This is an optimization exercise on Yosys and OpenROAD, whose aim is a short achievable clock period and few clock cycles per item, not a production implementation.
Only simulation tests tie the RTL to the original design; equivalence was not proved.
Power is estimated from default activity; no workload was simulated.

## cabac_binary_arithmetic_encoder_core
module cabac_binary_arithmetic_encoder_core (
	input  wire         clk,
	input  wire         arst_n,
	input  wire         s_tvalid,
	output wire         s_tready,
	input  wire  [23:0] s_tdata,    
	input  wire  [2:0]  s_tuser,    
	output wire         m_tvalid,
	input  wire         m_tready,
	output wire  [31:0] m_tdata,    
	output wire  [0:0]  m_tuser,    
	output wire         m_tlast,
	input  wire         cfg_valid,
	output wire         cfg_ready,
	input  wire  [5:0]  cfg_data
);
Size in the first run: roughly 7500 cells after synthesis, about 3200 flip-flops, about 130000 µm² of cells after synthesis.
clock: 20.0 ns
lec_check: 0
abc_clock_period_in_ps: 10000
cap_margin: 20
core_margin: 2
core_utilization: 45
slew_margin: 20
standard.sh (not shown) runs the stock make flow with config.mk's settings and CLKGATE_MAP_FILE= SYNTH_SCRIPT=/design/flow/synth_recipe.tcl, a recipe that flattens the netlist after the stock synthesis.
==> flow/flow/run.sh <==
#!/bin/bash
# The standard layout (the standard.sh: ORFS synthesis to final layout,
# the design's SDC and clock period unchanged), with three changes to how the
# layout is optimized:
#  - port buffers are buf_4 cells (repair may resize them) instead of the
#    smallest buffer buffer_ports would pick;
#  - the ORFS repair_timing steps aim for 15 ns of setup slack on the 20 ns
#    clock, so they size and buffer the design's real critical paths;
#  - CTS clusters up to 25 sinks within 100 um per leaf buffer.
set -euo pipefail
export BUFFER_PORTS_ARGS="-buffer_cell sky130_fd_sc_hd__buf_4"
export SETUP_SLACK_MARGIN=15
export SKIP_GATE_CLONING=1
export CTS_ARGS="-sink_clustering_enable -repair_clock_nets -sink_clustering_size 25 -sink_clustering_max_diameter 100"
bash standard.sh > standard.log 2>&1
Testbench counts at the start, summed over its fixed seeds: cycles 24,948, items 24,844.
Change:
- CORE_UTILIZATION: 45 -> 65
After rerunning:
- The new run ran to the end with no violations
- critical path depth is unchanged
- final area goes down by 1.5%
- die area shrinks by 31%
- global-route usage goes up by 8.4 points
- clock power goes down by 6.5%
Change:
- CORE_UTILIZATION: 65 -> 55
The new run completed with no timing, DRC or antenna violations. Total power increases by 0.89%. Routed wire length increases by 5.5%. Cell area increases by 0.60%. Cell count increases by 5.0%. Register-to-register slack degrades by 120 ps. Clock skew increases by 16 ps. Global-route usage decreases by 3.6 points. Flip-flop and latch count does not change. Setup slack improves by 59 ps. Synthesized cell count is unchanged. First-iteration DRC count decreases by 24%.
Change:
--- a/flow/flow/run.sh
+++ b/flow/flow/run.sh
@@ -8,3 +8,3 @@
 #    clock, so they size and buffer the design's real critical paths;
-#  - CTS clusters up to 25 sinks within 100 um per leaf buffer.
+#  - CTS clusters up to 20 sinks within 60 um per leaf buffer.
 set -euo pipefail
@@ -13,3 +13,3 @@
 export SKIP_GATE_CLONING=1
-export CTS_ARGS="-sink_clustering_enable -repair_clock_nets -sink_clustering_size 25 -sink_clustering_max_diameter 100"
+export CTS_ARGS="-sink_clustering_enable -repair_clock_nets -sink_clustering_size 20 -sink_clustering_max_diameter 60"
 bash standard.sh > standard.log 2>&1
- CORE_UTILIZATION: 55 -> 65
Outcome: Combinational power falls slightly. Worst setup slack is worse by 42 ps. Routed wire length drops by a few percent. Design area rises slightly. Sequential cell count is unchanged. Hold slack got worse by 4.1 ps. Cell count goes down by a few percent. Via count increases slightly. Register-to-register slack improves by 120 ps. Sequential share of layout area goes down by 0.52 points. Non-clock buffer count fell by 9.


Another version of the RTL of cabac_binary_arithmetic_encoder_core (not shown whole).
Size in the first run: ~8100 cells after synthesis, ~3200 flip-flops, about 75 I/O pins.
export LEC_CHECK = 0
export ABC_CLOCK_PERIOD_IN_PS = 10000
export CAP_MARGIN = 20
export CORE_MARGIN = 2
export CORE_UTILIZATION = 65
export SLEW_MARGIN = 20
create_clock -name core_clock -period 20.0 [get_ports {clk}]
run.sh (not shown) runs the stock make flow with config.mk's settings and CLKGATE_MAP_FILE= SYNTH_SCRIPT=/design/flow/synth_recipe.tcl, a recipe that flattens the netlist after the stock synthesis.
Stock flow here: none of the scripts above is used.
Testbench counts at the start, summed over its fixed seeds: cycles 24,948, items 24,844.
Edit:
==> flow/flow/run.sh (new file) <==
#!/bin/bash
# The standard layout (the standard.sh: ORFS synthesis to final layout,
# the design's SDC and clock period unchanged), with three changes to how the
# layout is optimized:
#  - port buffers are buf_4 cells (repair may resize them) instead of the
#    smallest buffer buffer_ports would pick;
#  - the ORFS repair_timing steps aim for 15 ns of setup slack on the 20 ns
#    clock, so they size and buffer the design's real critical paths;
#  - CTS clusters up to 25 sinks within 100 um per leaf buffer.
set -euo pipefail
export BUFFER_PORTS_ARGS="-buffer_cell sky130_fd_sc_hd__buf_4"
export SETUP_SLACK_MARGIN=15
export SKIP_GATE_CLONING=1
export CTS_ARGS="-sink_clustering_enable -repair_clock_nets -sink_clustering_size 25 -sink_clustering_max_diameter 100"
bash standard.sh > standard.log 2>&1
==> flow/standard.sh (new file) <==
#!/bin/bash
# synth_recipe.tcl (not shown) runs the flow's synth.tcl, then flattens the netlist and writes it again
# the make line also repeats each setting of config.mk as NAME=value (left out here)
make -C /OpenROAD-flow-scripts/flow DESIGN_CONFIG=/design/flow/config.mk WORK_HOME=/design/flow/orfs CLKGATE_MAP_FILE= SYNTH_SCRIPT=/design/flow/synth_recipe.tcl "${@:-finish}"
removed: flow/run.sh
Result: Routed wire length drops by 3.5%. Total power came out lower by 12%. Hold slack improved by 8.2 ps. Clock-buffer cell count is lower by 203. Register-to-register slack improved by 190 ps. Sequential share of layout area climbs by 2.7 points. Combinational power is about the same. Area after synthesis stays the same. Cell area decreases by 4.1%. Synthesized cell count is unchanged.

-- what the ideal ports hide --
The results above use ideal ports. As a check the final layouts listed here were re-extracted and re-timed, cells and wires unchanged.
Step 1: set_driving_cell puts a clkbuf_16 on clk and a buf_2 on each other input, an assumption about the parent block.
Step 2 adds t to the input delays and takes it off the output delays; t is the mean of the earliest and latest rising clock arrival at the registers after step 1. Input paths then give back, and output paths get back, about the clock's delay inside the block.
a / b / c = ideal ports / drivers / drivers and shift; a / b = the first two.
run	t, ns	setup WS [ns]	cell pins on the clock port's net
the first run of note 1	0.953	14.525 / 14.429 / 14.153	1
the second run of note 1	0.928	14.552 / 14.461 / 14.325	1
the third run of note 1	0.910	14.610 / 14.517 / 14.287	1
the fourth run of note 1	0.941	14.568 / 14.476 / 14.155	1
the first run of note 2	1.018	14.140 / 14.035 / 13.499	1
the second run of note 2	0.920	14.591 / 14.500 / 14.322	1
After both steps setup and hold are still met in every run listed. The setup slack of the first run of note 2, which loses most, moves by -0.105 ns with the drivers and by -0.641 ns with both steps.
